This is an optimization exercise on Yosys and OpenROAD, whose aim is small area, not a production implementation.
Where RTL was checked, it was by simulation tests only, not by an equivalence proof against the original.
For runs 3 to 5, only the layout was checked, not whether the RTL still works.
No activity file was given, so power comes from the tool's default toggle rates.

[design/flow/design.v]
package rt_pkg;
  localparam int unsigned RAY_HWORDS = 12;
  localparam int unsigned CNT_HWORDS = 2;
  localparam int unsigned TRI_HWORDS = 18;
  typedef enum logic [2:0] {
    StIdle0 = 3'b000,   
    StIdle1 = 3'b001,   
    StRay   = 3'b010,
    StCnt   = 3'b011,
    StDone  = 3'b100,
    StTri   = 3'b110,
    StHold  = 3'b111
  } fetch_state_e;
endpackage
module avm_read_issuer (
  input  logic        clk,
  input  logic        load_i,
  input  logic [31:0] load_addr_i,
  input  logic        active_i,
  input  logic [4:0]  rec_len_i,
  input  logic        rsp_i,
  input  logic        waitrequest_i,
  output logic        read_o,
  output logic [31:0] address_o,
  output logic        rec_done_o
);
  logic [31:0] addr_q;
  logic [4:0]  req_q;
  logic [2:0]  pend_q;
  logic        all_req, accept;
  assign all_req    = (req_q == rec_len_i);
  assign read_o     = active_i && !all_req && !pend_q[2];
  assign accept     = read_o && !waitrequest_i;
  assign rec_done_o = rsp_i && all_req && (pend_q == 3'd1);
  always_ff @(posedge clk) begin
    if (load_i) begin
      addr_q <= load_addr_i;
      req_q  <= '0;
      pend_q <= '0;
    end else begin
      if (accept) addr_q[31:1] <= addr_q[31:1] + 31'd1;
      if (rec_done_o)  req_q <= '0;
      else if (accept) req_q <= req_q + 5'd1;
      if (accept && !rsp_i)      pend_q <= pend_q + 3'd1;
      else if (!accept && rsp_i) pend_q <= pend_q - 3'd1;
    end
  end
  assign address_o = addr_q;
endmodule
module scene_fetch (
  input  logic                 clk,
  input  logic                 reset,
  input  logic                 start,
  input  logic [31:0]          base_addr,
  output logic                 avm_m0_read,
  output logic [31:0]          avm_m0_address,
  output logic [1:0]           avm_m0_byteenable,
  input  logic                 avm_m0_waitrequest,
  input  logic [15:0]          avm_m0_readdata,
  input  logic                 avm_m0_readdatavalid,
  output logic [191:0]         o_ray,
  output logic                 o_ray_valid,
  output logic [287:0]         o_tri,
  output logic [31:0]          o_tri_index,
  output logic                 o_tri_valid,
  input  logic                 i_tri_ready,
  output logic                 o_tri_last,
  output logic [31:0]          o_tri_cnt,
  output logic                 o_busy,
  output logic                 o_done
);
  rt_pkg::fetch_state_e state_q;
  logic [287:0] rec_q;
  logic [191:0] ray_q;
  logic [31:0]  cnt_q, idx_q, cnt_new;
  logic [4:0]   rec_len;
  logic         idle, fetching, hold, last_hw, is_last, load;
  assign idle     = (state_q == rt_pkg::StIdle0) || (state_q == rt_pkg::StIdle1);
  assign hold     = (state_q == rt_pkg::StHold);
  assign fetching = (state_q == rt_pkg::StRay) || (state_q == rt_pkg::StCnt) || (state_q == rt_pkg::StTri);
  assign load     = idle && start;
  assign is_last  = (idx_q == cnt_q - 32'd1);
  assign cnt_new  = {avm_m0_readdata, rec_q[287:272]};
  always_comb begin
    unique case (state_q)
      rt_pkg::StRay: rec_len = 5'(rt_pkg::RAY_HWORDS);
      rt_pkg::StCnt: rec_len = 5'(rt_pkg::CNT_HWORDS);
      default:       rec_len = 5'(rt_pkg::TRI_HWORDS);
    endcase
  end
  avm_read_issuer u_issuer (
    .clk           (clk),
    .load_i        (load),
    .load_addr_i   (base_addr),
    .active_i      (fetching),
    .rec_len_i     (rec_len),
    .rsp_i         (avm_m0_readdatavalid),
    .waitrequest_i (avm_m0_waitrequest),
    .read_o        (avm_m0_read),
    .address_o     (avm_m0_address),
    .rec_done_o    (last_hw)
  );
  always_ff @(posedge clk) begin
    if (avm_m0_readdatavalid) rec_q <= {avm_m0_readdata, rec_q[287:16]};
    if (avm_m0_readdatavalid && state_q == rt_pkg::StRay) ray_q <= {avm_m0_readdata, ray_q[191:16]};
    if (load) idx_q <= '0;
    else if (hold && i_tri_ready) idx_q <= idx_q + 32'd1;
  end
  always_ff @(posedge clk) begin
    if (!reset) begin
      state_q <= rt_pkg::StIdle0;
      cnt_q   <= '0;
    end else begin
      unique case (state_q)
        rt_pkg::StIdle0, rt_pkg::StIdle1: if (start) begin
          state_q <= rt_pkg::StRay;
          cnt_q   <= '0;
        end
        rt_pkg::StRay: if (last_hw) state_q <= rt_pkg::StCnt;
        rt_pkg::StCnt: if (last_hw) begin
          cnt_q   <= cnt_new;
          state_q <= (cnt_new == 32'd0) ? rt_pkg::StDone : rt_pkg::StTri;
        end
        rt_pkg::StTri: if (last_hw) state_q <= rt_pkg::StHold;
        rt_pkg::StHold: if (i_tri_ready) state_q <= is_last ? rt_pkg::StDone : rt_pkg::StTri;
        rt_pkg::StDone: state_q <= rt_pkg::StIdle1;
        default: state_q <= rt_pkg::StIdle0;
      endcase
    end
  end
  assign avm_m0_byteenable = 2'b11;
  assign o_ray       = ray_q;
  assign o_ray_valid = (state_q != rt_pkg::StIdle0) && (state_q != rt_pkg::StRay);
  assign o_tri       = rec_q;
  assign o_tri_index = idx_q;
  assign o_tri_valid = hold;
  assign o_tri_last  = is_last;
  assign o_tri_cnt   = cnt_q;
  assign o_busy      = !idle;
  assign o_done      = (state_q == rt_pkg::StDone);
endmodule
[design/flow/run.sh]
#!/bin/bash
# synth_recipe.tcl (not shown) runs the flow's synth.tcl, then flattens the netlist and writes it again
# the make line also repeats each setting of config.mk as NAME=value (left out here)
make -C /OpenROAD-flow-scripts/flow DESIGN_CONFIG=/design/flow/config.mk WORK_HOME=/design/flow/orfs CLKGATE_MAP_FILE= SYNTH_SCRIPT=/design/flow/synth_recipe.tcl finish
[design/flow/config.mk]
export PLATFORM = sky130hd
export DESIGN_NAME = scene_fetch
export DESIGN_NICKNAME = scene_fetch
export VERILOG_FILES = /design/flow/design.v
export SDC_FILE = /design/flow/constraint.sdc
export NUM_CORES = 4
export LEC_CHECK = 0
export ABC_AREA = 1
export CAP_MARGIN = 20
export CORE_MARGIN = 2
export CORE_UTILIZATION = 60
export SLEW_MARGIN = 20
[design/flow/constraint.sdc]
create_clock -name core_clock -period 10.0 [get_ports {clk}]
set_input_delay 2.0000 -clock core_clock [delete_from_list [all_inputs] [get_ports {clk}]]
set_output_delay 2.0000 -clock core_clock [all_outputs]
set_load 0.01 [all_outputs]
==> flow_summary.json, run 1 <==
{
  "run_status": "finished clean",
  "crit_fanout": 3,
  "grt_pass1_vias": 14900,
  "yosysWarnings": 2,
  "cts_buffers": 55,
  "final_max_slew_viol_count": 0,
  "area_growth_pct": 40.8,
  "period_minus_slack_ps": 5740,
  "skew_ps": 26.8,
  "antenna_found_initial": 0,
  "tightest_slew_ps": 1070,
  "setup_viol_count_final": 0,
  "wl_mm": 79.3,
  "cellLeakagePower_nw": 10.9,
  "ys_ff_latch": 587,
  "grt-busiest-layer": "met2",
  "power_density_nw_per_um2": 251,
  "die_area_um2": 37100,
  "drtAntennaViolNets": 0,
  "mostFrequentLayoutCell": "clkdlybuf4s50_1",
  "rsz0062_at_grt": "no",
  "holdBufCountCts": 0,
  "grt_pass1_wl_mm": 107,
  "numPortBuffers": 635,
  "cts_root_buf": "clkbuf_16",
  "multi_input_area_um2": 3980,
  "nets": 2197,
  "die-height_um": 193,
  "ff_latch_area_um2": 16900,
  "avgSynthCellArea_um2": 14.6,
  "grt_use_total_pct": 41.3,
  "drc": 0,
  "core_region_area_um2": 35300,
  "clkTransAtPathRegs_ps": 70,
  "synthCells": 1458,
  "insertion_delay_ps": 630,
  "synth_seq_area_share_pct": 79.0,
  "synth.distinct_cells": 42,
  "use_met3_pct": 15.6,
  "grt_max_degree": 193,
  "final_cell_mix": "clkdlybuf4s50_1, edfxtp_1, nand2_1, nor2_1, inv_1",
  "first_pass_iters": 9,
  "synth_area_um2": 21400,
  "max_slew_margin_pct": 28.1,
  "hold_path.class": "reg -> reg",
  "postCtsSetupBuffers": 0,
  "htree_levels": 2,
  "overflow": 0,
  "postCtsResizedCells": 0,
  "drtIter0Drc": 2178,
  "routedWlPerCell_um": 30.0,
  "pin_count": 638,
  "fin_area_um2": 30100,
  "start_util_pct": 60.5,
  "num_vias": 15900,
  "fp.dieW_um": 193,
  "grt.met1_usage_pct": 50.6,
  "cts_buffer_depth": 3,
  "dp_hpwl_mm": 55.5,
  "drive_gt1_share_pct": 6.60,
  "num_rows": 69,
  "cts.sinks": 587,
  "crit_type": "reg -> out",
  "hold_violations": 0,
  "dpl_cell_area_um2": 28300,
  "end_kind": "primary output",
  "gp_congestion": 1.01,
  "drt-vias-per-instance": 6.01,
  "cp-start-kind": "flop",
  "cap_violations": 0,
  "setup-tns-final_ps": 0,
  "critPathRequiredTime_ps": 8000,
  "grtUsageMet2_pct": 65.7,
  "cts_tree": "built",
  "fmax_ghz": 0.174,
  "nFillCells": 1659,
  "max-vdd-ir-drop_mv": 0.220,
  "post-route-period-util_pct": 57.4,
  "worstPathArrival_ps": 3740
}
through the flow:
stage | hold WS [ps] | power [mW] | setup WS [ps] | util, % | instances
after floorplan | 453 | 4.36 | 2460 | - | 1459
after global placement | 427 | 5.27 | 5120 | 80.0 | 2537
after detailed placement | 430 | 5.34 | 5070 | 80.0 | 2538
after CTS | 440 | 7.46 | 4390 | 85.0 | 2641
after global routing | 448 | 7.76 | 4160 | 85.1 | 2642
final | 434 | 7.54 | 4260 | 85.1 | 2644
sequential cells by signal (all words and copies together) (netlist names):
register / flops
ray_q: 192
u_issuer.pend_q: 3
idx_q: 32
state_q: 3
u_issuer.req_q: 5
rec_q: 288
cnt_q: 32
u_issuer.addr_q: 32
area by class of cell:
type                            count  area share, %
Tap cell                          461           1.92
Timing Repair Buffer              645           21.5
Clock inverter                     32          0.957
Clock buffer                       71           4.95
Antenna cell                        2         0.0166
Multi-Input combinational cell    748           13.2
Sequential cell                   587           56.1
Inverter                           98           1.22
report_power, final:
part | leakage, nW | total, mW | internal [mW] | switching, mW
combinational | 4.50 | 2.00 | 0.799 | 1.20
clock | 0.874 | 2.13 | 1.18 | 0.951
sequential | 5.49 | 3.41 | 3.10 | 0.304
total | 10.9 | 7.54 | 5.08 | 2.46
logic make-up (layout without fill, tap and decap cells):
kind of cell    after synthesis  count (layout)  share of synthesized area, %
flops                       587             587                          79.0
simple gates                524             524                          11.1
compound gates              140             140                          3.93
buf+inv                     124             846                          2.38
xor+xnor                     74              74                          3.04
fa+ha+maj                     8               8                         0.469
other cells                   1               4                        0.0176
worst max-delay path, stage by stage (launching register included):
cell and delay [ps]:
dfxtp_1 360, inv_1 100, ha_1 320, nand2_1 80
inv_1 50, nor3_1 410, o21ai_0 150, a21oi_1 140
nand3_1 100, nor2_1 140, and3_1 170, nand4_1 110
nor2_1 370, clkdlybuf4s50_1 630
synthesized netlist by cell type, drive strengths merged:
cell type  count  area (um2)
clkinv         2        7.51
nor4          12        75.1
conb           1        3.75
nand4         32         219
o21a           2        15.0
nor3b          4        30.0
nand3         65         330
clkbuf        18        67.6
dfxtp         75        1500
o21bai         4        30.0
edfxtp       512       15400
or2            4        25.0
and3b          2        17.5
nor3          26         161
o211ai         1        7.51
xor2          51         447
a31oi          3        18.8
inv           96         360
nor2         141         591
buf            8        72.6
xnor2         23         201
and3           2        12.5
o21ai         46         230
ha             8         100
o31ai          1        12.5
a21oi         65         325
a211oi        18         200
nand2        236         916
metal layers:
| metal | share of wire [%] | routed length (um) |
|---|---|---|
| met5 | 0 | 0 |
| met4 | 5.2 | 4090 |
| met3 | 13 | 10500 |
| met2 | 48 | 38100 |
| met1 | 34 | 26600 |
final timing paths:
kind                                 from               endpoint  slack, ps  cells after the start
hold / removal       rec_q[204]$_DFFE_PP_   rec_q[188]$_DFFE_PP_        430                      0
setup / recovery    cnt_q[0]$_SDFFE_PN0P_             o_tri_last       4260                     13
setup reg to reg  state_q[1]$_SDFFE_PN0P_  cnt_q[3]$_SDFFE_PN0P_       6660                     12
hold reg to reg      rec_q[204]$_DFFE_PP_   rec_q[188]$_DFFE_PP_        430                      0
==> run 2, diff against run 1 <==
--- a/design/flow/design.v
+++ b/design/flow/design.v
@@ -73,5 +73,5 @@
   logic [287:0] rec_q;
   logic [191:0] ray_q;
-  logic [31:0]  cnt_q, idx_q, cnt_new;
+  logic [31:0]  cnt_q, idx_q, idx_inc, cnt_new;
   logic [4:0]   rec_len;
   logic         idle, fetching, hold, last_hw, is_last, load;
@@ -80,5 +80,6 @@
   assign fetching = (state_q == rt_pkg::StRay) || (state_q == rt_pkg::StCnt) || (state_q == rt_pkg::StTri);
   assign load     = idle && start;
-  assign is_last  = (idx_q == cnt_q - 32'd1);
+  assign idx_inc  = idx_q + 32'd1;
+  assign is_last  = (idx_inc == cnt_q);
   assign cnt_new  = {avm_m0_readdata, rec_q[287:272]};
   always_comb begin
@@ -105,5 +106,5 @@
     if (avm_m0_readdatavalid && state_q == rt_pkg::StRay) ray_q <= {avm_m0_readdata, ray_q[191:16]};
     if (load) idx_q <= '0;
-    else if (hold && i_tri_ready) idx_q <= idx_q + 32'd1;
+    else if (hold && i_tri_ready) idx_q <= idx_inc;
   end
   always_ff @(posedge clk) begin
==> design/flow/flow/run.sh (new file) <==
#!/bin/bash
# The standard layout (the standard.sh, standard synthesis unchanged) with two changes:
# ports get the smallest buffer (buf_1) instead of the one buffer_ports picks by default,
# and CTS inserts no dummy loads.
set -eo pipefail
cfg="${FLOW_CONFIG:-config.mk}"
cat >> "$cfg" <<'EOF'
export BUFFER_PORTS_ARGS = -buffer_cell sky130_fd_sc_hd__buf_1
export CTS_ARGS = -sink_clustering_enable -repair_clock_nets -dont_use_dummy_load
EOF
bash standard.sh > standard.log 2>&1
==> design/flow/standard.sh (new file) <==
#!/bin/bash
# synth_recipe.tcl (not shown) runs the flow's synth.tcl, then flattens the netlist and writes it again
# the make line also repeats each setting of config.mk as NAME=value (left out here)
make -C /OpenROAD-flow-scripts/flow DESIGN_CONFIG=/design/flow/config.mk WORK_HOME=/design/flow/orfs CLKGATE_MAP_FILE= SYNTH_SCRIPT=/design/flow/synth_recipe.tcl "${@:-finish}"
--- a/design/flow/config.mk
+++ b/design/flow/config.mk
@@ -6,7 +6,8 @@
 export NUM_CORES = 4
 export LEC_CHECK = 0
-export ABC_AREA = 1
 export CAP_MARGIN = 20
 export CORE_MARGIN = 2
 export CORE_UTILIZATION = 60
 export SLEW_MARGIN = 20
+export BUFFER_PORTS_ARGS = -buffer_cell sky130_fd_sc_hd__buf_1
+export CTS_ARGS = -sink_clustering_enable -repair_clock_nets -dont_use_dummy_load
removed: design/flow/run.sh
==> run 2 against run 1 <==
Compared with the run above:
- synthesized cell count decreased by 16%
- clock-buffer cell count decreased by 16
- via count decreased by 14%
- cell count decreased by 12%
- still clean
- routed wire length decreased by 19%
- combinational power decreased by 83%
- worst hold slack got worse by 23 ps
- non-clock buffer count unchanged
- sequential share of layout area increased by 12 points
- worst setup slack got worse by 52 ps
- sequential power decreased by 14%
- critical path depth decreased by 5
==> flow_summary.json, run 2 <==
{
  "tightest_slew_ps": 1060,
  "max_slew_margin_pct": 29.2,
  "cap_violations": 0,
  "num_vias": 13700,
  "stdcell_count": 2330,
  "worstPathArrival_ps": 3800,
  "numPortBuffers": 635,
  "overflow": 0,
  "drtIter0Drc": 1209,
  "whs_path_depth": 0,
  "synth_fa_ha_area_share_pct": 0.425,
  "crit_fanout": 11,
  "synthArstFlopShare_pct": 0,
  "synth.distinct_cells": 59,
  "largest-register": "rec_q",
  "mostFrequentLayoutCell": "buf_1",
  "fmax_ghz": 0.173,
  "fp.dieW_um": 189,
  "cts_root_buf": "clkbuf_16",
  "yosysWarnings": 2,
  "cts.sinks": 587,
  "end_kind": "primary output",
  "final_max_slew_viol_count": 0,
  "cts_tree": "built",
  "power_mw": 5.01,
  "hold_violations": 0,
  "max-vdd-ir-drop_mv": 0.190,
  "crit_type": "reg -> out",
  "synth_seq_area_share_pct": 81.8,
  "grt_max_degree": 95,
  "cts_buffer_depth": 3,
  "start_util_pct": 61.2,
  "antenna_found_initial": 5,
  "final_cell_mix": "buf_1, edfxtp_1, nand2_1, dfxtp_1, nand3_1",
  "synth.mux.area_fraction_pct": 0.194,
  "hold_path.class": "reg -> reg",
  "htree_levels": 2,
  "cellLeakagePower_nw": 8.11,
  "hold_end": "rec_q[60]$_DFFE_PP_",
  "synth_top_cell_area_share_pct": 74.6,
  "gp_congestion": 0.958,
  "num_rows": 67,
  "place_ws_ps": 4860,
  "synth_largest_area_cell": "edfxtp_1",
  "reg2reg_from": "idx_q[0]$_SDFFE_PP0P_",
  "synthCells": 1224,
  "dp_hpwl_mm": 47.8,
  "power_density_nw_per_um2": 202,
  "wl_mm": 64.6,
  "synthXorXnorAreaFrac_pct": 3.95,
  "nets": 1943,
  "placedCellCount": 2273,
  "synth_area_um2": 20600,
  "yosysMostFrequentCell": "edfxtp_1",
  "r2r-end": "state_q[1]$_SDFFE_PN0P_",
  "critPathRequiredTime_ps": 8000,
  "synth_flop_cell": "edfxtp_1",
  "grt_pass1_vias": 12600,
  "routedWlPerCell_um": 27.7,
  "drt-vias-per-instance": 5.87,
  "die-height_um": 189,
  "largest_register_ffs": 288,
  "area_growth_pct": 20.5,
  "postCtsResizedCells": 0,
  "post-route-period-util_pct": 58.0,
  "skew_ps": 51.7,
  "first_pass_iters": 5,
  "holdBufCountCts": 0,
  "rr_worst_depth": 8,
  "avgSynthCellArea_um2": 16.8,
  "core_region_area_um2": 33700,
  "run_status": "finished clean",
  "hp-start": "rec_q[76]$_DFFE_PP_",
  "setup_viol_count_final": 0,
  "ys_ff_latch": 587,
  "synthTopCellsByArea": "edfxtp_1, dfxtp_1, xnor2_1",
  "setup_slack_ps": 4200,
  "grt_use_total_pct": 35.2,
  "drive_gt1_share_pct": 4.41,
  "period_minus_slack_ps": 5800,
  "synthTopCellsByCount": "edfxtp_1, nand2_1, dfxtp_1, nand3_1, o21ai_0",
  "drc": 0,
  "postCtsSetupBuffers": 0,
  "insertion_delay_ps": 600,
  "reg2reg_slack_ps": 6480,
  "cts_buffers": 55,
  "drtAntennaViolNets": 0,
  "synth_edf_count": 512,
  "synth_compound_area_share_pct": 4.25,
  "top_regs": "rec_q (288), ray_q (192)",
  "pin_count": 638,
  "synth_top_family_by_area": "simple AND/OR/NAND/NOR gates",
  "cp-start-kind": "flop",
  "clkTransAtPathRegs_ps": 60,
  "grt_pass1_wl_mm": 89.2,
  "synth-simple-area-share_pct": 8.16,
  "rsz0062_at_grt": "no",
  "setup-tns-final_ps": 0,
  "fin_hold_ws_ps": 411,
  "die_area_um2": 35900
}
## run 2: changes by cell type after synthesis, moves of 9 or more
cell / delta
a211oi_2: -13
a21boi_0: +30
a21oi_1: -37
and3_1: +10
clkbuf_1: +14
inv_1: -77
nand2_1: -122
nand4_1: -10
nor2_1: -82
nor2_2: -9
nor3_1: -12
o21ai_0: +11
or3_1: +24
xnor2_1: +25
## run 2: critical path: stages, from the launching register on
cell and delay [ps]:
dfxtp_1 540, ha_1 340, nand3_1 360, nor4_2 760, o21ai_0 320, a221oi_1 390, nand4_1 160, nor2_1 180
buf_1 180
## run 2: stage by stage
| stage | cell area [um2] | util [%] |
|---|---|---|
| after global placement | 23500 | 69.6 |
| after detailed placement | 23500 | 69.6 |
| final | 24900 | 73.8 |
| after CTS | 24800 | 73.7 |
| after global routing | 24900 | 73.7 |
| after floorplan | 20600 | - |
## run 2: power breakdown
part | internal, mW | switching, mW
sequential | 2.81 | 0.103
combinational | 0.0867 | 0.245
clock | 0.960 | 0.801
## run 2: worst max path at each step
stage                    endpoint  cells past startpoint  slack [ps]             startpoint
2_1_floorplan  ray_q[0]$_DFFE_PP_                      1        3060   avm_m0_readdatavalid
3_3_place_gp           o_tri_last                      8        4970  idx_q[0]$_SDFFE_PP0P_
3_5_place_dp           o_tri_last                      8        4860  idx_q[0]$_SDFFE_PP0P_
4_1_cts                o_tri_last                      8        4230  idx_q[0]$_SDFFE_PP0P_
5_1_grt                o_tri_last                      8        4030  idx_q[0]$_SDFFE_PP0P_
6_report               o_tri_last                      8        4200  idx_q[0]$_SDFFE_PP0P_
## run 2: final cells by class
class	count	area, um2
tap	448	561
timing repair buffer	645	2470
multi-input combinational	579	3510
inverter	14	52.6
clock buffer	55	1380
sequential	587	16900
antenna	2	5.00
fill	2143	8840
## run 2: per-layer routing
metal  GRT usage (%)  share of wire, %
met1            43.0                34
met2            58.1                49
met3            14.1                13
met4            11.0               3.4
met5               0             0.031
## run 2: cell families after synthesis
family                   after synthesis
adder cells (fa/ha/maj)                7
other                                  1
flip-flops                           587
buffers and inverters                 59
XOR/XNOR                              93
multiplexers                           4
AND/OR/NAND/NOR                      330
AO/OA/AOI/OAI                        143
==> run 3, diff against run 2 <==
--- a/design/flow/design.v
+++ b/design/flow/design.v
@@ -29,4 +29,9 @@
   logic [2:0]  pend_q;
   logic        all_req, accept;
+  logic [31:1] addr_c;
+  always_comb begin
+    addr_c[1] = 1'b1;
+    for (int i = 2; i < 32; i++) addr_c[i] = addr_c[i-1] & addr_q[i-1];
+  end
   assign all_req    = (req_q == rec_len_i);
   assign read_o     = active_i && !all_req && !pend_q[2];
@@ -39,5 +44,5 @@
       pend_q <= '0;
     end else begin
-      if (accept) addr_q[31:1] <= addr_q[31:1] + 31'd1;
+      if (accept) addr_q[31:1] <= addr_q[31:1] ^ addr_c;
       if (rec_done_o)  req_q <= '0;
       else if (accept) req_q <= req_q + 5'd1;
@@ -80,5 +85,10 @@
   assign fetching = (state_q == rt_pkg::StRay) || (state_q == rt_pkg::StCnt) || (state_q == rt_pkg::StTri);
   assign load     = idle && start;
-  assign idx_inc  = idx_q + 32'd1;
+  logic [31:0] idx_c;
+  always_comb begin
+    idx_c[0] = 1'b1;
+    for (int i = 1; i < 32; i++) idx_c[i] = idx_c[i-1] & idx_q[i-1];
+  end
+  assign idx_inc  = idx_q ^ idx_c;
   assign is_last  = (idx_inc == cnt_q);
   assign cnt_new  = {avm_m0_readdata, rec_q[287:272]};
==> design/flow/flow/run.sh (replaced) <==
#!/bin/bash
# The standard layout (standard.sh) with these changes:
# - synthesis maps logic with an area-oriented ABC script (flow/area.abc); the rest of the
#   synthesis, and so every register, is the standard one;
# - ports get the smallest buffer (buf_1) instead of the one buffer_ports picks by default;
# - CTS uses smaller clock buffers, larger sink clusters and no dummy loads.
set -eo pipefail
here=$(pwd)
cfg="${FLOW_CONFIG:-config.mk}"
cat >> "$cfg" <<'EOF'
export BUFFER_PORTS_ARGS = -buffer_cell sky130_fd_sc_hd__buf_1
export CTS_ARGS = -sink_clustering_enable -repair_clock_nets -dont_use_dummy_load -buf_list sky130_fd_sc_hd__clkbuf_8
EOF
export AREA_ABC_SCRIPT="$here/flow/area.abc"
{ head -n 1 synth_recipe.tcl; cat flow/abc_override.tcl; tail -n +2 synth_recipe.tcl; } > flow_synth.tcl
sed "s#SYNTH_SCRIPT=[^ ]*#SYNTH_SCRIPT=$here/flow_synth.tcl#" standard.sh > flow_standard.sh
grep -q "SYNTH_SCRIPT=$here/flow_synth.tcl" flow_standard.sh
bash flow_standard.sh > standard.log 2>&1
==> design/flow/flow/abc_override.tcl (new file) <==
# Technology mapping with an area-oriented ABC script (flow/area.abc) instead of ORFS's
# speed script; everything else in the synthesis is the standard one.
proc abc {args} {
  set out {}
  for {set i 0} {$i < [llength $args]} {incr i} {
    set a [lindex $args $i]
    if {$a eq "-script"} { incr i; lappend out -script $::env(AREA_ABC_SCRIPT); continue }
    if {$a eq "-D"} { incr i; continue }
    lappend out $a
  }
  yosys abc {*}$out
}
==> design/flow/flow/area.abc (new file) <==
strash
dch -f
amap
topo
--- a/design/flow/config.mk
+++ b/design/flow/config.mk
@@ -11,3 +11,3 @@
 export SLEW_MARGIN = 20
 export BUFFER_PORTS_ARGS = -buffer_cell sky130_fd_sc_hd__buf_1
-export CTS_ARGS = -sink_clustering_enable -repair_clock_nets -dont_use_dummy_load
+export CTS_ARGS = -sink_clustering_enable -repair_clock_nets -dont_use_dummy_load -buf_list sky130_fd_sc_hd__clkbuf_8
==> run 3 against run 2 <==
Compared with the run above:
- still clean on timing, DRC and antenna
- worst setup slack lost 3900 ps
- clock skew shrank 17 ps
- sequential share of layout area grew 2.3 points
- sequential power is essentially flat
- critical path depth grew 28
- largest cell class unchanged
- highest routed layer is now met4
==> flow_summary.json, run 3 <==
{
  "grt_pass1_wl_mm": 73.2,
  "pin_count": 638,
  "grtUsageMet2_pct": 49.1,
  "die_area_um2": 34100,
  "post-route-period-util_pct": 97.2,
  "use_met3_pct": 11.7,
  "drtIter0Drc": 977,
  "drtAntennaViolNets": 0,
  "synthTopCellsByCount": "edfxtp_1, nor2_1, dfxtp_1, ha_1, a21oi_1",
  "nets": 1866,
  "cts_tree": "built",
  "cts_root_buf": "clkbuf_8",
  "wl_mm": 53.6,
  "largest_register_ffs": 288,
  "setup_viol_count_final": 0,
  "die-height_um": 185,
  "yosysWarnings": 2,
  "gp_congestion": 0.892,
  "cts.sinks": 587,
  "insertion_delay_ps": 630,
  "place_ws_ps": 315,
  "area_growth_pct": 22.7,
  "skew_ps": 34.6,
  "fp.dieW_um": 185,
  "crit_fanout": 3,
  "htree_levels": 3,
  "synthArstFlopShare_pct": 0,
  "synthCells": 1008,
  "slowest_stage": "or4_1",
  "multi_input_area_um2": 2710,
  "dp_hpwl_mm": 39.5,
  "cp-start-kind": "flop",
  "synth_largest_area_cell": "edfxtp_1",
  "holdBufCountCts": 0,
  "numPortBuffers": 635,
  "mostFrequentLayoutCell": "buf_1",
  "cellLeakagePower_nw": 8.16,
  "cap_violations": 0,
  "grt_pass1_vias": 11400,
  "ff_latch_area_um2": 16900,
  "cpLargestDelayFamily": "adder cells",
  "run_status": "finished clean",
  "max-vdd-ir-drop_mv": 0.125,
  "synthTopCellsByArea": "edfxtp_1, dfxtp_1, ha_1",
  "grt_max_degree": 89,
  "synth_area_um2": 19600,
  "top_regs": "rec_q (288), ray_q (192)",
  "final_max_slew_viol_count": 0,
  "yosysMostFrequentCell": "edfxtp_1",
  "drt-vias-per-instance": 5.54,
  "synth_edf_count": 512,
  "power_density_nw_per_um2": 204,
  "cp_num_buf_inv": 2,
  "grt-busiest-layer": "met2",
  "num_rows": 66,
  "start_util_pct": 60.5,
  "overflow": 0,
  "final_cell_mix": "buf_1, edfxtp_1, nor2_1, clkbuf_8, dfxtp_1",
  "end_kind": "primary output",
  "fmax_ghz": 0.103,
  "grt_use_total_pct": 30.4,
  "hold_violations": 0,
  "setup_slack_ps": 276,
  "clkTransAtPathRegs_ps": 60,
  "synth.distinct_cells": 27,
  "avgSynthCellArea_um2": 19.4,
  "cts_buffers": 90,
  "rsz0062_at_grt": "no",
  "worstPathArrival_ps": 7720,
  "first_pass_iters": 5,
  "crit_type": "reg -> out",
  "ys_ff_latch": 587,
  "drive_gt1_share_pct": 7.90,
  "synth_top_cell_area_share_pct": 78.5,
  "largest-register": "rec_q",
  "reg2reg_slack_ps": 2360,
  "drc": 0,
  "tightest_slew_ps": 1090,
  "max_slew_margin_pct": 27.4,
  "num_vias": 12100,
  "critPathRequiredTime_ps": 8000,
  "cts_buffer_depth": 3,
  "period_minus_slack_ps": 9720,
  "setup-tns-final_ps": 0,
  "core_region_area_um2": 32400,
  "cpMostUsedCell": "ha_2",
  "cp_slowest_stage_delay_ps": 520,
  "synth_seq_area_share_pct": 86.1,
  "antenna_found_initial": 1,
  "nFillCells": 2153,
  "synth_flop_cell": "edfxtp_1",
  "hold_path.class": "reg -> reg",
  "grt.met1_usage_pct": 36.4,
  "routedWlPerCell_um": 24.5
}
run 3: cell types whose count changed after synthesis, moves of 29 or more:
cell,before,now
nand2_1,106,20
nor2_1,46,119
nand3_1,63,1
ha_1,7,64
xnor2_1,48,0
o21ai_0,57,12
xor2_1,45,0
clkinv_1,0,38
a22oi_1,0,33
clkbuf_1,32,0
a21boi_0,30,0
o22a_1,0,29
run 3: power by group:
| part | switching [mW] | internal [mW] | leakage (nW) |
|---|---|---|---|
| Sequential | 0.0879 | 2.86 | 5.49 |
| Clock | 0.782 | 0.792 | 0.647 |
| Combinational | 0.288 | 0.105 | 2.01 |
run 3: worst paths after layout:
path / from / end / depth (start not counted)
max: idx_q[0]$_SDFFE_PP0P_ / o_tri_last / 36
min: ray_q[150]$_DFFE_PP_ / ray_q[134]$_DFFE_PP_ / 0
max reg2reg: idx_q[0]$_SDFFE_PP0P_ / state_q[1]$_SDFFE_PN0P_ / 40
min reg2reg: ray_q[150]$_DFFE_PP_ / ray_q[134]$_DFFE_PP_ / 0
run 3: stage by stage:
step                power [mW]  instance area [um2]  hold slack (ps)  std cells  utilization (%)
global route              5.08                24000              436       2188             74.3
detailed placement        3.39                22600              430       2094             69.9
floorplan                 3.16                19600              451       1009                -
global placement          3.37                22600              426       2094             69.9
finish                    4.91                24000              418       2189             74.3
CTS                       4.95                24000              412       2186             74.1
run 3: cell type report:
class	instances	area share, %
clock buffers	90	5.15
repair buffers	649	10.4
flip-flops and latches	587	70.2
well taps	442	2.30
multi-input cells	382	11.3
diodes	1	0.0104
inverters	38	0.593
run 3: metal layers:
layer	share of wire, %	vias up
met2	49	665
li1	-	5396
met3	12	117
met1	35	5942
met5	0	-
met4	4.2	0
run 3: worst register-to-register path: cells and delay by family, from the launching register on:
family	cells	cell delay (ps)
fa+ha+maj	28	4800
simple gates	6	1720
flops	1	340
buf+inv	3	340
compound gates	3	320
run 3: kinds of logic after synthesis:
group                      synth area share, %
buffers and inverters                    0.805
other                                   0.0191
and+or+nand+nor                           3.57
adders and majority gates                 4.09
AOI/OAI and AO/OA                         5.38
DFF                                       86.1
run 3: repair_timing:
action                                  in CTS  in global routing
pin swaps                                    4                  4
endpoints found under the setup margin       1                  1
setup buffers                                2                  1
resized for setup                           29                  6
==> run 4, diff against run 3 <==
--- a/design/flow/flow/run.sh
+++ b/design/flow/flow/run.sh
@@ -10,5 +10,5 @@
 cat >> "$cfg" <<'EOF'
 export BUFFER_PORTS_ARGS = -buffer_cell sky130_fd_sc_hd__buf_1
-export CTS_ARGS = -sink_clustering_enable -repair_clock_nets -dont_use_dummy_load -buf_list sky130_fd_sc_hd__clkbuf_8
+export CTS_ARGS = -sink_clustering_enable -repair_clock_nets -dont_use_dummy_load -buf_list sky130_fd_sc_hd__clkbuf_16 -sink_clustering_size 30 -sink_clustering_max_diameter 60
 EOF
 export AREA_ABC_SCRIPT="$here/flow/area.abc"
--- a/design/flow/config.mk
+++ b/design/flow/config.mk
@@ -11,3 +11,3 @@
 export SLEW_MARGIN = 20
 export BUFFER_PORTS_ARGS = -buffer_cell sky130_fd_sc_hd__buf_1
-export CTS_ARGS = -sink_clustering_enable -repair_clock_nets -dont_use_dummy_load -buf_list sky130_fd_sc_hd__clkbuf_8
+export CTS_ARGS = -sink_clustering_enable -repair_clock_nets -dont_use_dummy_load -buf_list sky130_fd_sc_hd__clkbuf_16 -sink_clustering_size 30 -sink_clustering_max_diameter 60
==> run 4 against run 3 <==
Compared with the run above:
- still clean
- utilization is 1.0 points lower
- worst hold slack better by 3.8 ps
- sequential power hardly changed
- die area stayed put
- routed wire length is 1.6% lower
- critical endpoint unchanged
- largest cell class unchanged
- highest routed layer unchanged
==> flow_summary.json, run 4 <==
{
  "run_status": "finished clean",
  "die-height_um": 185,
  "critPathRequiredTime_ps": 8000,
  "cellLeakagePower_nw": 7.98,
  "worstPathArrival_ps": 7770,
  "power_mw": 4.70,
  "synth_fa_ha_area_share_pct": 4.09,
  "gp_congestion": 0.892,
  "crit_start": "idx_q[0]$_SDFFE_PP0P_",
  "synth_area_um2": 19600,
  "cts_root_buf": "clkbuf_16",
  "crit_type": "reg -> out",
  "reg2reg_slack_ps": 2220,
  "cap_violations": 0,
  "fp.dieW_um": 185,
  "reg2reg_from": "idx_q[0]$_SDFFE_PP0P_",
  "num_rows": 66,
  "largest_register_ffs": 288,
  "wl_mm": 52.8,
  "nFillCells": 2170,
  "cts_buffers": 37,
  "cpMostUsedCell": "ha_2",
  "synth_top_family_by_area": "compound AO/OA/AOI/OAI gates",
  "post-route-period-util_pct": 97.7,
  "fin_util_pct": 73.2,
  "max-vdd-ir-drop_mv": 0.158,
  "dpl_cell_area_um2": 22600,
  "yosysWarnings": 2,
  "drive_gt1_share_pct": 4.73,
  "drtIter0Drc": 959,
  "r2r-end": "state_q[1]$_SDFFE_PN0P_",
  "dp_hpwl_mm": 39.5,
  "fin_area_um2": 23700,
  "yosysMostFrequentCell": "edfxtp_1",
  "rr_worst_depth": 41,
  "skew_ps": 39.0,
  "end_kind": "primary output",
  "cp-start-kind": "flop",
  "antenna_found_initial": 1,
  "fmax_ghz": 0.102,
  "num_vias": 11800,
  "grt_max_degree": 89,
  "synth-simple-area-share_pct": 3.57,
  "area_growth_pct": 21.0,
  "setup_viol_count_final": 0,
  "synthCells": 1008,
  "final_cell_mix": "buf_1, edfxtp_1, nor2_1, dfxtp_1, ha_1",
  "htree_levels": 2,
  "endpoint": "o_tri_last",
  "pin_count": 638,
  "tightest_slew_ps": 1100,
  "holdBufCountCts": 0,
  "crit_fanout": 3,
  "cts_buffer_depth": 3,
  "synth_largest_area_cell": "edfxtp_1",
  "cts.sinks": 587,
  "synthTopCellsByCount": "edfxtp_1, nor2_1, dfxtp_1, ha_1, a21oi_1",
  "synth_edf_count": 512,
  "synthTopCellsByArea": "edfxtp_1, dfxtp_1, ha_1",
  "slowest_stage": "or4_1",
  "overflow": 0,
  "synthXorXnorAreaFrac_pct": 0,
  "hold_violations": 0,
  "insertion_delay_ps": 530,
  "core_region_area_um2": 32400,
  "top_regs": "rec_q (288), ray_q (192)",
  "first_pass_iters": 6,
  "ys_ff_latch": 587,
  "cp_slowest_stage_delay_ps": 500,
  "nets": 1813,
  "synth_seq_area_share_pct": 86.1,
  "routedWlPerCell_um": 24.7,
  "cts_tree": "built",
  "drt-vias-per-instance": 5.53,
  "largest-register": "rec_q",
  "avgSynthCellArea_um2": 19.4,
  "grt_pass1_wl_mm": 72.0,
  "drtAntennaViolNets": 0,
  "synthArstFlopShare_pct": 0,
  "numPortBuffers": 635,
  "synth.mux.area_fraction_pct": 0,
  "synth_compound_area_share_pct": 5.38,
  "cpLargestDelayFamily": "adder cells",
  "cp.depth": 37,
  "cp_num_buf_inv": 2,
  "synth_flop_cell": "edfxtp_1",
  "period_minus_slack_ps": 9770,
  "fin_hold_ws_ps": 422,
  "die_area_um2": 34100,
  "max_slew_margin_pct": 26.6,
  "start_util_pct": 60.5,
  "hold_path.class": "reg -> reg",
  "grt_use_total_pct": 29.7,
  "final_max_slew_viol_count": 0,
  "grt_pass1_vias": 11000,
  "drc": 0,
  "synth_top_cell_area_share_pct": 78.5,
  "stdcell_count": 2136,
  "clkTransAtPathRegs_ps": 90,
  "power_density_nw_per_um2": 198,
  "mostFrequentLayoutCell": "buf_1",
  "synth.distinct_cells": 27,
  "placedCellCount": 2094
}
run 4: cell counts after synthesis:
Identical to the previous run, type by type.
run 4: worst min path at each step:
stage | end | depth (start not counted) | startpoint | slack (ps)
floorplan | u_issuer.req_q[0]$_SDFFE_PP0P_ | 2 | u_issuer.req_q[0]$_SDFFE_PP0P_ | 450
global placement | rec_q[145]$_DFFE_PP_ | 0 | rec_q[161]$_DFFE_PP_ | 430
detailed placement | ray_q[38]$_DFFE_PP_ | 0 | ray_q[54]$_DFFE_PP_ | 430
CTS | ray_q[151]$_DFFE_PP_ | 0 | ray_q[167]$_DFFE_PP_ | 420
global route | ray_q[168]$_DFFE_PP_ | 0 | ray_q[184]$_DFFE_PP_ | 430
finish | rec_q[75]$_DFFE_PP_ | 0 | rec_q[91]$_DFFE_PP_ | 420
run 4: what timing repair did:
item,in CTS,in global routing
pin swaps,3,3
setup buffers,2,1
resized for setup,21,8
endpoints found under the hold margin,0,0
endpoints found under the setup margin,1,1
run 4: cells by family after synthesis:
logic type               Yosys count
buffers and inverters             40
AO/OA/AOI/OAI                    149
other                              1
adder cells (fa/ha/maj)           64
flip-flops                       587
AND/OR/NAND/NOR                  167
run 4: cell type report:
| class | count | area (um2) | share of cell area, % |
|---|---|---|---|
| inverters | 38 | 143 | 0.602 |
| clock buffers | 37 | 926 | 3.91 |
| well taps | 442 | 553 | 2.33 |
| multi-input cells | 382 | 2690 | 11.4 |
| repair buffers | 649 | 2510 | 10.6 |
| flip-flops and latches | 587 | 16900 | 71.2 |
| diodes | 1 | 2.50 | 0.0106 |
run 4: layer usage:
layer	vias up	global-route usage, %	wire (um)
met3	97	9.92	5760
met1	5812	36.9	18900
met2	599	49.1	26200
met5	-	0	0
met4	0	10.5	1910
li1	5303	-	-
run 4: worst reg2reg max path, delay by kind of cell (launching register included):
kind / cells / cell delay [ps]
buf+inv: 3 / 360
flops: 1 / 340
simple gates: 6 / 1610
compound gates: 3 / 300
fa+ha+maj: 29 / 5060
run 4: report_power, final:
part           internal, mW  total, mW  leakage (nW)  switching [mW]
sequential             2.85       2.94          5.49          0.0877
clock                 0.659       1.37         0.456           0.709
combinational         0.104      0.392          2.03           0.287
run 4: metrics by stage:
stage	setup TNS, ps	setup slack (ps)
6_report	0	230
5_1_grt	-41.6	-41.6
3_5_place_dp	0	315
2_1_floorplan	0	704
3_3_place_gp	0	404
4_1_cts	0	8.72
==> run 5, diff against run 4 <==
--- a/design/flow/flow/run.sh
+++ b/design/flow/flow/run.sh
@@ -10,5 +10,5 @@
 cat >> "$cfg" <<'EOF'
 export BUFFER_PORTS_ARGS = -buffer_cell sky130_fd_sc_hd__buf_1
-export CTS_ARGS = -sink_clustering_enable -repair_clock_nets -dont_use_dummy_load -buf_list sky130_fd_sc_hd__clkbuf_16 -sink_clustering_size 30 -sink_clustering_max_diameter 60
+export CTS_ARGS = -sink_clustering_enable -repair_clock_nets -dont_use_dummy_load -root_buf sky130_fd_sc_hd__clkbuf_16 -buf_list sky130_fd_sc_hd__clkbuf_8 -sink_clustering_size 20 -sink_clustering_max_diameter 50
 EOF
 export AREA_ABC_SCRIPT="$here/flow/area.abc"
--- a/design/flow/config.mk
+++ b/design/flow/config.mk
@@ -11,3 +11,3 @@
 export SLEW_MARGIN = 20
 export BUFFER_PORTS_ARGS = -buffer_cell sky130_fd_sc_hd__buf_1
-export CTS_ARGS = -sink_clustering_enable -repair_clock_nets -dont_use_dummy_load -buf_list sky130_fd_sc_hd__clkbuf_16 -sink_clustering_size 30 -sink_clustering_max_diameter 60
+export CTS_ARGS = -sink_clustering_enable -repair_clock_nets -dont_use_dummy_load -root_buf sky130_fd_sc_hd__clkbuf_16 -buf_list sky130_fd_sc_hd__clkbuf_8 -sink_clustering_size 20 -sink_clustering_max_diameter 50
==> run 5 against run 4 <==
Compared with the run above:
- power shrank 5.3%
- utilization decreased by 0.80 points
- worst setup slack improved by 45 ps
- largest cell class unchanged
==> flow_summary.json, run 5 <==
{
  "multi_input_area_um2": 2700,
  "max-vdd-ir-drop_mv": 0.154,
  "synth_compound_area_share_pct": 5.38,
  "cap_violations": 0,
  "htree_levels": 2,
  "fmax_ghz": 0.103,
  "worstPathArrival_ps": 7720,
  "nFillCells": 2206,
  "grt_pass1_vias": 11000,
  "largest_register_ffs": 288,
  "cpMostUsedCell": "ha_2",
  "die-height_um": 185,
  "clkTransAtPathRegs_ps": 110,
  "yosysMostFrequentCell": "edfxtp_1",
  "fin_hold_ws_ps": 416,
  "grt_max_degree": 89,
  "placedCellCount": 2094,
  "start_util_pct": 60.5,
  "area_growth_pct": 19.7,
  "max_slew_margin_pct": 27.8,
  "cts_buffers": 44,
  "insertion_delay_ps": 550,
  "num_rows": 66,
  "hold_path.class": "reg -> reg",
  "post-route-period-util_pct": 97.2,
  "cts_buffer_depth": 3,
  "synthTopCellsByArea": "edfxtp_1, dfxtp_1, ha_1",
  "num_vias": 11900,
  "cellLeakagePower_nw": 7.86,
  "drc": 0,
  "final_max_slew_viol_count": 0,
  "r2r-end": "state_q[1]$_SDFFE_PN0P_",
  "synthXorXnorAreaFrac_pct": 0,
  "hold_violations": 0,
  "synth_top_family_by_area": "compound AO/OA/AOI/OAI gates",
  "rr_worst_depth": 40,
  "drt-vias-per-instance": 5.54,
  "period_minus_slack_ps": 9720,
  "slowest_stage": "or4_1",
  "yosysWarnings": 2,
  "reg2reg_slack_ps": 2310,
  "ff_latch_area_um2": 16900,
  "drtIter0Drc": 945,
  "whs_path_depth": 0,
  "synth-simple-area-share_pct": 3.57,
  "place_ws_ps": 315,
  "synth_fa_ha_area_share_pct": 4.09,
  "synth_seq_area_share_pct": 86.1,
  "gp_congestion": 0.892,
  "crit_type": "reg -> out",
  "wl_mm": 52.5,
  "fp.dieW_um": 185,
  "tightest_slew_ps": 1080,
  "cts_root_buf": "clkbuf_16",
  "hp-start": "rec_q[264]$_DFFE_PP_",
  "synth_flop_cell": "edfxtp_1",
  "power_density_nw_per_um2": 190,
  "final_cell_mix": "buf_1, edfxtp_1, nor2_1, dfxtp_1, ha_1",
  "holdBufCountCts": 0,
  "dpl_cell_area_um2": 22600,
  "mostFrequentLayoutCell": "buf_1",
  "synth_edf_count": 512,
  "synth.mux.area_fraction_pct": 0,
  "power_mw": 4.45,
  "cp_slowest_stage_delay_ps": 510,
  "synthTopCellsByCount": "edfxtp_1, nor2_1, dfxtp_1, ha_1, a21oi_1",
  "synth_top_cell_area_share_pct": 78.5,
  "synthCells": 1008,
  "cts.sinks": 587,
  "synth_area_um2": 19600,
  "antenna_found_initial": 1,
  "cts_tree": "built",
  "top_regs": "rec_q (288), ray_q (192)",
  "core_region_area_um2": 32400,
  "critPathRequiredTime_ps": 8000,
  "cp-start-kind": "flop",
  "drtAntennaViolNets": 0,
  "ys_ff_latch": 587,
  "hold_end": "rec_q[248]$_DFFE_PP_",
  "pin_count": 638,
  "stdcell_count": 2143,
  "grt_use_total_pct": 29.6,
  "synthArstFlopShare_pct": 0,
  "crit_fanout": 3,
  "fin_util_pct": 72.4,
  "die_area_um2": 34100,
  "numPortBuffers": 635,
  "first_pass_iters": 6,
  "synth_largest_area_cell": "edfxtp_1",
  "reg2reg_from": "idx_q[0]$_SDFFE_PP0P_",
  "setup_slack_ps": 276,
  "avgSynthCellArea_um2": 19.4,
  "run_status": "finished clean",
  "setup-tns-final_ps": 0,
  "fin_area_um2": 23500,
  "end_kind": "primary output",
  "nets": 1820,
  "dp_hpwl_mm": 39.5,
  "largest-register": "rec_q",
  "overflow": 0,
  "drive_gt1_share_pct": 5.29,
  "grt_pass1_wl_mm": 71.5,
  "synth.distinct_cells": 27,
  "setup_viol_count_final": 0,
  "skew_ps": 64.5,
  "routedWlPerCell_um": 24.5
}
-- run 5: cell counts after synthesis --
No cell type changed its count.
-- run 5: where the power goes --
group	leakage [nW]	internal (mW)	switching [mW]
combinational	2.02	0.104	0.286
clock	0.342	0.443	0.678
sequential	5.50	2.85	0.0875
total	7.86	3.40	1.05
-- run 5: worst max-delay path, delay by kind of cell (launching register included) --
family | cells | cell delay [ps]
adder cells (fa/ha/maj) | 28 | 4830
AND/OR/NAND/NOR | 5 | 1640
flip-flops | 1 | 360
buffers and inverters | 2 | 260
AO/OA/AOI/OAI | 1 | 90
-- run 5: worst max-delay path by stage --
stage                          startpoint    endpoint
floorplan           idx_q[0]$_SDFFE_PP0P_  o_tri_last
global placement    idx_q[0]$_SDFFE_PP0P_  o_tri_last
detailed placement  idx_q[0]$_SDFFE_PP0P_  o_tri_last
CTS                 idx_q[0]$_SDFFE_PP0P_  o_tri_last
global route        idx_q[0]$_SDFFE_PP0P_  o_tri_last
finish              idx_q[0]$_SDFFE_PP0P_  o_tri_last
-- run 5: layout make-up --
| cell class | instances | share of cell area (%) |
|---|---|---|
| Tap cell | 442 | 2.36 |
| Sequential cell | 587 | 72.0 |
| Multi-Input combinational cell | 382 | 11.5 |
| Inverter | 38 | 0.608 |
| Antenna cell | 1 | 0.0107 |
| Clock buffer | 44 | 2.82 |
| Timing Repair Buffer | 649 | 10.7 |
-- run 5: cells by family (layout without fill, tap and decap cells) --
kind of cell             after synthesis  after routing
AO/OA/AOI/OAI                        149            149
other                                  1              3
adder cells (fa/ha/maj)               64             64
AND/OR/NAND/NOR                      167            167
flip-flops                           587            587
buffers and inverters                 40            731
-- run 5: metal layers --
layer  up-vias  global-route usage [%]  wire length, um
met1      5855                    36.4            18500
met3       105                    10.4             5940
met2       606                    48.3            25900
met5         -                       0                0
li1       5309                       -                -
met4         0                    11.9             2170
-- run 5: repair_timing --
| item | 4_1_cts | 5_1_grt |
|---|---|---|
| endpoints found under the setup margin | 1 | 1 |
| setup buffers | 2 | 1 |
| gates resized for setup | 25 | 6 |
| pin swaps | 3 | 3 |
==> run 6, diff against run 5 <==
--- a/design/flow/design.v
+++ b/design/flow/design.v
@@ -80,5 +80,5 @@
   logic [31:0]  cnt_q, idx_q, idx_inc, cnt_new;
   logic [4:0]   rec_len;
-  logic         idle, fetching, hold, last_hw, is_last, load;
+  logic         idle, fetching, hold, last_hw, is_last, last_q, load;
   assign idle     = (state_q == rt_pkg::StIdle0) || (state_q == rt_pkg::StIdle1);
   assign hold     = (state_q == rt_pkg::StHold);
@@ -113,4 +113,5 @@
   );
   always_ff @(posedge clk) begin
+    last_q <= is_last;
     if (avm_m0_readdatavalid) rec_q <= {avm_m0_readdata, rec_q[287:16]};
     if (avm_m0_readdatavalid && state_q == rt_pkg::StRay) ray_q <= {avm_m0_readdata, ray_q[191:16]};
@@ -134,5 +135,5 @@
         end
         rt_pkg::StTri: if (last_hw) state_q <= rt_pkg::StHold;
-        rt_pkg::StHold: if (i_tri_ready) state_q <= is_last ? rt_pkg::StDone : rt_pkg::StTri;
+        rt_pkg::StHold: if (i_tri_ready) state_q <= last_q ? rt_pkg::StDone : rt_pkg::StTri;
         rt_pkg::StDone: state_q <= rt_pkg::StIdle1;
         default: state_q <= rt_pkg::StIdle0;
@@ -146,5 +147,5 @@
   assign o_tri_index = idx_q;
   assign o_tri_valid = hold;
-  assign o_tri_last  = is_last;
+  assign o_tri_last  = last_q;
   assign o_tri_cnt   = cnt_q;
   assign o_busy      = !idle;
==> run 6 against run 5 <==
Compared with the run above:
- still clean on timing, DRC and antenna
- worst setup slack gained 2400 ps
- cell area decreased by 0.46%
- area after synthesis up 0.17%
- sequential share of layout area grew 0.40 points
- fmax is 33% higher
- global-route usage grew 1.5 points
- flip-flop and latch count increased by 1
- combinational power increased by 39%
==> flow_summary.json, run 6 <==
{
  "run_status": "finished clean",
  "rsz0062_at_grt": "no",
  "grt_use_total_pct": 31.1,
  "synth_flop_cell": "edfxtp_1",
  "die_area_um2": 34200,
  "cap_violations": 0,
  "cts.sinks": 588,
  "area_growth_pct": 18.9,
  "fin_util_pct": 72.1,
  "slowest_stage": "or4_1",
  "synthCells": 1014,
  "routedWlPerCell_um": 25.5,
  "fin_area_um2": 23300,
  "cellLeakagePower_nw": 7.91,
  "grt_pass1_vias": 11200,
  "num_vias": 11900,
  "nFillCells": 2185,
  "power_density_nw_per_um2": 203,
  "drc": 0,
  "die-height_um": 185,
  "gp_congestion": 0.890,
  "period_minus_slack_ps": 7290,
  "hold_violations": 0,
  "start_util_pct": 60.6,
  "synth.distinct_cells": 30,
  "first_pass_iters": 5,
  "setup_slack_ps": 2710,
  "clkTransAtPathRegs_ps": 110,
  "insertion_delay_ps": 530,
  "holdBufCountCts": 0,
  "post-route-period-util_pct": 72.9,
  "cp_slowest_stage_delay_ps": 510,
  "synthTopCellsByArea": "edfxtp_1, dfxtp_1, ha_1",
  "fp.dieW_um": 185,
  "cts_buffer_depth": 3,
  "synthTopCellsByCount": "edfxtp_1, nor2_1, dfxtp_1, ha_1",
  "yosysWarnings": 2,
  "stdcell_count": 2146,
  "htree_levels": 2,
  "drive_gt1_share_pct": 3.41,
  "synthArstFlopShare_pct": 0,
  "mostFrequentLayoutCell": "buf_1",
  "final_cell_mix": "buf_1, edfxtp_1, nor2_1, dfxtp_1, ha_1",
  "cpLargestDelayFamily": "adder cells",
  "pin_count": 638,
  "cp-start-kind": "flop",
  "power_mw": 4.74,
  "wl_mm": 54.7,
  "dp_hpwl_mm": 41.8,
  "grt_pass1_wl_mm": 74.6,
  "r2r-end": "last_q$_DFF_P_",
  "core_region_area_um2": 32400,
  "numPortBuffers": 635,
  "avgSynthCellArea_um2": 19.4,
  "top_regs": "rec_q (288), ray_q (192)",
  "drtAntennaViolNets": 0,
  "largest-register": "rec_q",
  "max-vdd-ir-drop_mv": 0.154,
  "reg2reg_from": "idx_q[0]$_SDFFE_PP0P_",
  "synth_edf_count": 512,
  "cts_root_buf": "clkbuf_16",
  "reg2reg_slack_ps": 2710,
  "dpl_cell_area_um2": 22600,
  "setup_viol_count_final": 0,
  "largest_register_ffs": 288,
  "multi_input_area_um2": 2580,
  "skew_ps": 66.3,
  "max_slew_margin_pct": 26.4,
  "drtIter0Drc": 1073,
  "hold_end": "rec_q[197]$_DFFE_PP_",
  "drt-vias-per-instance": 5.56,
  "setup-tns-final_ps": 0,
  "cts_buffers": 46,
  "cpMostUsedCell": "ha_1",
  "cp_num_buf_inv": 0,
  "placedCellCount": 2098,
  "end_kind": "flop",
  "grt_max_degree": 202,
  "yosysMostFrequentCell": "edfxtp_1",
  "nets": 1822,
  "crit_type": "reg -> reg",
  "antenna_found_initial": 2,
  "overflow": 0,
  "tightest_slew_ps": 1100,
  "rr_worst_depth": 34,
  "postCtsSetupBuffers": 0,
  "num_rows": 66,
  "postCtsResizedCells": 0,
  "hold_path.class": "reg -> reg",
  "critPathRequiredTime_ps": 10400,
  "ff_latch_area_um2": 16900,
  "cts_tree": "built",
  "final_max_slew_viol_count": 0,
  "place_ws_ps": 2700,
  "synth_seq_area_share_pct": 86.1,
  "fmax_ghz": 0.137,
  "synth_largest_area_cell": "edfxtp_1",
  "whs_path_depth": 0,
  "crit_fanout": 5,
  "fin_hold_ws_ps": 405,
  "worstPathArrival_ps": 7690,
  "synth_top_cell_area_share_pct": 78.3,
  "synth_area_um2": 19600,
  "ys_ff_latch": 588,
  "hp-start": "rec_q[213]$_DFFE_PP_"
}
run 6: changes by cell type after synthesis, sizes merged, moves of 3 or more:
cell	delta
a32oi	-4
a211oi	-3
nand2	+4
o21ai	+7
run 6: per-layer routing:
| metal | GRT usage, % | share of wire, % | up-vias |
|---|---|---|---|
| met5 | 0 | 0 | - |
| met4 | 13.1 | 4.7 | 0 |
| met3 | 13.4 | 13 | 132 |
| met2 | 49.5 | 48 | 652 |
| met1 | 37.3 | 35 | 5860 |
| li1 | - | - | 5298 |
run 6: logic make-up (layout without fill, tap and decap cells):
group,Yosys count,after routing,synth area share [%]
buffers and inverters,41,728,0.822
AOI/OAI and AO/OA,150,150,5.32
DFF,588,588,86.1
and+or+nand+nor,170,170,3.67
adders and majority gates,64,64,4.08
other,1,4,0.0191
run 6: worst max-delay path by stage:
stage	cells past startpoint	endpoint	slack [ps]	from
6_report	34	last_q$_DFF_P_	2710	idx_q[0]$_SDFFE_PP0P_
5_1_grt	34	last_q$_DFF_P_	2460	idx_q[0]$_SDFFE_PP0P_
3_3_place_gp	34	last_q$_DFF_P_	2910	idx_q[0]$_SDFFE_PP0P_
2_1_floorplan	2	ray_q[0]$_DFFE_PP_	2430	avm_m0_readdatavalid
3_5_place_dp	34	last_q$_DFF_P_	2700	idx_q[0]$_SDFFE_PP0P_
4_1_cts	34	last_q$_DFF_P_	2700	idx_q[0]$_SDFFE_PP0P_
run 6: area by class of cell:
class,instances,share of cell area [%]
tap,442,2.37
timing repair buffer,643,10.6
inverter,39,0.627
sequential,588,72.4
antenna,2,0.0214
multi-input combinational,386,11.1
clock buffer,46,2.95
run 6: where the power goes:
group / internal, mW / switching [mW]
Sequential: 2.93 / 0.114
Combinational: 0.143 / 0.399
Clock: 0.460 / 0.688
run 6: worst reg2reg max path: cells and delay by family (launching register included):
kind	cells	cell delay, ps
fa+ha+maj	29	5490
simple gates	4	1250
flops	1	380
compound gates	1	90
==> run 7, diff against run 6 <==
--- a/design/flow/flow/run.sh
+++ b/design/flow/flow/run.sh
@@ -10,5 +10,5 @@
 cat >> "$cfg" <<'EOF'
 export BUFFER_PORTS_ARGS = -buffer_cell sky130_fd_sc_hd__buf_1
-export CTS_ARGS = -sink_clustering_enable -repair_clock_nets -dont_use_dummy_load -root_buf sky130_fd_sc_hd__clkbuf_16 -buf_list sky130_fd_sc_hd__clkbuf_8 -sink_clustering_size 20 -sink_clustering_max_diameter 50
+export CTS_ARGS = -sink_clustering_enable -repair_clock_nets -dont_use_dummy_load -root_buf sky130_fd_sc_hd__clkbuf_16 -buf_list sky130_fd_sc_hd__clkbuf_8 -sink_clustering_size 24 -sink_clustering_max_diameter 70
 EOF
 export AREA_ABC_SCRIPT="$here/flow/area.abc"
==> design/flow/config.mk (replaced) <==
export PLATFORM = sky130hd
export DESIGN_NAME = scene_fetch
export DESIGN_NICKNAME = scene_fetch
export VERILOG_FILES = /design/flow/design.v
export SDC_FILE = /design/flow/constraint.sdc
export NUM_CORES = 4
export LEC_CHECK = 0
export CAP_MARGIN = 20
export CORE_MARGIN = 2
export CORE_UTILIZATION = 70
export SLEW_MARGIN = 20
export BUFFER_PORTS_ARGS = -buffer_cell sky130_fd_sc_hd__buf_1
export CTS_ARGS = -sink_clustering_enable -repair_clock_nets -dont_use_dummy_load -root_buf sky130_fd_sc_hd__clkbuf_16 -buf_list sky130_fd_sc_hd__clkbuf_8 -sink_clustering_size 24 -sink_clustering_max_diameter 70
==> run 7 against run 6 <==
Compared with the run above:
- synthesized cell count did not move
- the run now fails in 3_2_place_iop
- area after synthesis did not move
==> flow_summary.json, run 7 <==
{
  "synth.distinct_cells": 30,
  "synthArstFlopShare_pct": 0,
  "synth_compound_area_share_pct": 5.32,
  "synthTopCellsByCount": "edfxtp_1, nor2_1, dfxtp_1, ha_1",
  "num_rows": 61,
  "error": "[ERROR PPL-0024] Number of IO pins (638) exceeds maximum number of available positions (614). Increase the die perimeter from 685.78um to 867.68um.",
  "synth_flop_cell": "edfxtp_1",
  "yosysMostFrequentCell": "edfxtp_1",
  "ys_ff_latch": 588,
  "synth_area_um2": 19600,
  "die-height_um": 171,
  "synth_top_family_by_area": "compound AO/OA/AOI/OAI gates",
  "run_status": "aborted with a tool error",
  "synth_seq_area_share_pct": 86.1,
  "synth_largest_area_cell": "edfxtp_1",
  "yosysWarnings": 2,
  "synth_fa_ha_area_share_pct": 4.08,
  "start_util_pct": 70.8,
  "avgSynthCellArea_um2": 19.4,
  "synth.mux.area_fraction_pct": 0,
  "synthCells": 1014,
  "lastStage": "3_2_place_iop",
  "synth_edf_count": 512,
  "synth-simple-area-share_pct": 3.67,
  "synthTopCellsByArea": "edfxtp_1, dfxtp_1, ha_1",
  "fp.dieW_um": 171,
  "synth_top_cell_area_share_pct": 78.3,
  "synthXorXnorAreaFrac_pct": 0
}
-- run 7: logic make-up after synthesis --
logic type,Yosys count
buf+inv,41
flops,588
other cells,1
fa+ha+maj,64
compound gates,150
simple gates,170
==> run 8, diff against run 7 <==
--- a/design/flow/flow/run.sh
+++ b/design/flow/flow/run.sh
@@ -10,5 +10,5 @@
 cat >> "$cfg" <<'EOF'
 export BUFFER_PORTS_ARGS = -buffer_cell sky130_fd_sc_hd__buf_1
-export CTS_ARGS = -sink_clustering_enable -repair_clock_nets -dont_use_dummy_load -root_buf sky130_fd_sc_hd__clkbuf_16 -buf_list sky130_fd_sc_hd__clkbuf_8 -sink_clustering_size 24 -sink_clustering_max_diameter 70
+export CTS_ARGS = -sink_clustering_enable -repair_clock_nets -dont_use_dummy_load -root_buf sky130_fd_sc_hd__clkbuf_16 -buf_list sky130_fd_sc_hd__clkbuf_16 -sink_clustering_size 40 -sink_clustering_max_diameter 45
 EOF
 export AREA_ABC_SCRIPT="$here/flow/area.abc"
==> design/flow/config.mk (replaced) <==
export PLATFORM = sky130hd
export DESIGN_NAME = scene_fetch
export DESIGN_NICKNAME = scene_fetch
export VERILOG_FILES = /design/flow/design.v
export SDC_FILE = /design/flow/constraint.sdc
export NUM_CORES = 4
export LEC_CHECK = 0
export CAP_MARGIN = 20
export CORE_MARGIN = 2
export CORE_UTILIZATION = 60
export PLACE_DENSITY = 0.9
export SLEW_MARGIN = 20
export BUFFER_PORTS_ARGS = -buffer_cell sky130_fd_sc_hd__buf_1
export CTS_ARGS = -sink_clustering_enable -repair_clock_nets -dont_use_dummy_load -root_buf sky130_fd_sc_hd__clkbuf_16 -buf_list sky130_fd_sc_hd__clkbuf_16 -sink_clustering_size 40 -sink_clustering_max_diameter 45
==> run 8 against run 7 <==
Compared with the run above:
- now clean on timing, DRC and antenna
- synthesized cell count is the same
- area after synthesis is the same
==> flow_summary.json, run 8 <==
{
  "run_status": "finished clean",
  "fp.dieW_um": 185,
  "rsz0062_at_grt": "no",
  "cts_tree": "built",
  "die-height_um": 185,
  "period_minus_slack_ps": 7300,
  "worstPathArrival_ps": 7730,
  "nets": 1823,
  "setup_viol_count_final": 0,
  "skew_ps": 54.0,
  "holdBufCountCts": 0,
  "area_growth_pct": 21.3,
  "critPathRequiredTime_ps": 10430,
  "first_pass_iters": 6,
  "pin_count": 638,
  "synth_largest_area_cell": "edfxtp_1",
  "yosysWarnings": 2,
  "largest_register_ffs": 288,
  "avgSynthCellArea_um2": 19.4,
  "largest-register": "rec_q",
  "multi_input_area_um2": 2580,
  "htree_levels": 2,
  "cts.sinks": 588,
  "fin_area_um2": 23800,
  "mostFrequentLayoutCell": "buf_1",
  "start_util_pct": 60.6,
  "synthTopCellsByCount": "edfxtp_1, nor2_1, dfxtp_1, ha_1",
  "synthCells": 1014,
  "synthTopCellsByArea": "edfxtp_1, dfxtp_1, ha_1",
  "synth.distinct_cells": 30,
  "drtAntennaViolNets": 0,
  "final_max_slew_viol_count": 0,
  "synth_seq_area_share_pct": 86.1,
  "end_kind": "flop",
  "crit_fanout": 5,
  "drc": 0,
  "cts_buffer_depth": 3,
  "nFillCells": 1846,
  "antennaDiodeCount": 0,
  "synth_top_cell_area_share_pct": 78.3,
  "setup-tns-final_ps": 0,
  "synth_flop_cell": "edfxtp_1",
  "overflow": 0,
  "ys_ff_latch": 588,
  "synth_edf_count": 512,
  "drt-vias-per-instance": 5.85,
  "fmax_ghz": 0.137,
  "final_cell_mix": "buf_1, edfxtp_1, nor2_1, dfxtp_1, ha_1",
  "cp_slowest_stage_delay_ps": 490,
  "whs_path_depth": 0,
  "synth_area_um2": 19600,
  "post-route-period-util_pct": 73.0,
  "core_region_area_um2": 32400,
  "cts_root_buf": "clkbuf_16",
  "cpMostUsedCell": "ha_1",
  "dp_hpwl_mm": 39.9,
  "postCtsResizedCells": 0,
  "cap_violations": 0,
  "antenna_found_initial": 1,
  "synthArstFlopShare_pct": 0,
  "max-vdd-ir-drop_mv": 0.170,
  "insertion_delay_ps": 550,
  "grt_max_degree": 166,
  "hold_violations": 0,
  "slowest_stage": "or4_1",
  "gp_congestion": 0.929,
  "numPortBuffers": 635,
  "cellLeakagePower_nw": 8.13,
  "power_density_nw_per_um2": 217,
  "routedWlPerCell_um": 25.6,
  "grt_pass1_vias": 12200,
  "fin_hold_ws_ps": 431,
  "postCtsSetupBuffers": 0,
  "drive_gt1_share_pct": 3.41,
  "die_area_um2": 34200,
  "yosysMostFrequentCell": "edfxtp_1",
  "clkTransAtPathRegs_ps": 70,
  "wl_mm": 54.9,
  "num_rows": 66,
  "tightest_slew_ps": 1020,
  "top_regs": "rec_q (288), ray_q (192)",
  "drtIter0Drc": 1405,
  "grt_use_total_pct": 31.1,
  "dpl_cell_area_um2": 22600,
  "num_vias": 12600,
  "crit_type": "reg -> reg",
  "grt_pass1_wl_mm": 77.3,
  "hold_path.class": "reg -> reg",
  "max_slew_margin_pct": 31.4,
  "cp-start-kind": "flop",
  "cts_buffers": 47,
  "ff_latch_area_um2": 16900,
  "rr_worst_depth": 34
}
==> run 8: cell families (layout without fill, tap and decap cells) <==
family | after synthesis | after routing | share of synthesized area (%)
other | 1 | 2 | 0.0191
adders and majority gates | 64 | 64 | 4.08
and+or+nand+nor | 170 | 170 | 3.67
buffers and inverters | 41 | 729 | 0.822
AOI/OAI and AO/OA | 150 | 150 | 5.32
DFF | 588 | 588 | 86.1
==> run 8: final timing paths <==
check / slack [ps] / endpoint / start
setup / recovery: 2700 / last_q$_DFF_P_ / idx_q[0]$_SDFFE_PP0P_
hold / removal: 430 / ray_q[24]$_DFFE_PP_ / ray_q[40]$_DFFE_PP_
setup reg to reg: 2700 / last_q$_DFF_P_ / idx_q[0]$_SDFFE_PP0P_
hold reg to reg: 430 / ray_q[24]$_DFFE_PP_ / ray_q[40]$_DFFE_PP_
==> run 8: area by class of cell <==
class | count | area share (%)
Tap cell | 442 | 2.32
Clock buffer | 47 | 4.94
Inverter | 39 | 0.615
Sequential cell | 588 | 71.0
Timing Repair Buffer | 643 | 10.3
Multi-Input combinational cell | 386 | 10.8
==> run 8: where the power goes <==
group / leakage, nW / total [mW] / switching [mW] / internal, mW
clock network: 0.579 / 1.57 / 0.743 / 0.825
registers: 5.50 / 3.07 / 0.131 / 2.94
logic: 2.05 / 0.530 / 0.386 / 0.144
==> run 8: per-stage QoR <==
step	utilization (%)	total power [mW]	std cells	worst slack [ps]
floorplan	-	3.35	1015	2430
CTS	73.6	5.17	2145	2740
global route	73.6	5.32	2145	2400
finish	73.6	5.17	2145	2700
global placement	69.9	3.59	2098	2960
detailed placement	69.9	3.63	2098	2760
==> run 8: worst max-delay path: cells and delay by family, from the launching register on <==
family / cells / cell delay, ps
AOI/OAI and AO/OA: 1 / 60
adders and majority gates: 29 / 5570
DFF: 1 / 340
and+or+nand+nor: 4 / 1220
==> run 8: per-layer routing <==
metal,up-vias,routed length [um],global-route usage [%]
li1,5305,-,-
met4,2,3600,18.2
met2,923,27700,53.2
met1,6130,17300,34.5
met5,-,12,0
met3,198,6290,9.54

-- port drivers added, routing unchanged --
The results above use ideal ports. As a check the final layouts listed here were re-extracted and re-timed, cells and wires unchanged.
Step 1 sets driving cells, clkbuf_16 on the clock port and buf_2 on the other inputs (assumed; they add their load-dependent delay and slew).
Step 2 also shifts input and output timing later by t, the mid clock arrival at the registers, as if the neighbouring blocks saw the same clock.
Three values: ideal ports, drivers, drivers and shift; two values: the first two.
| run | t (ns) | setup slack, ns | worst setup path at the end | worst data-port slew with drivers (ns) |
|---|---|---|---|---|
| run 1 | 0.672 | 4.256 / 4.198 / 4.871 | register to output | 0.06 |
| run 2 | 0.623 | 4.203 / 4.149 / 4.772 | register to output | 0.08 |
| run 3 | 0.661 | 0.276 / 0.224 / 0.886 | register to output | 0.11 |
| run 4 | 0.570 | 0.230 / 0.179 / 0.748 | register to output | 0.11 |
| run 5 | 0.566 | 0.276 / 0.221 / 0.787 | register to output | 0.10 |
| run 6 | 0.553 | 2.709 / 2.709 / 2.709 | register to register | 0.09 |
| run 8 | 0.581 | 2.697 / 2.697 / 2.697 | register to register | 0.10 |
After both steps setup and hold are still met in every run listed.
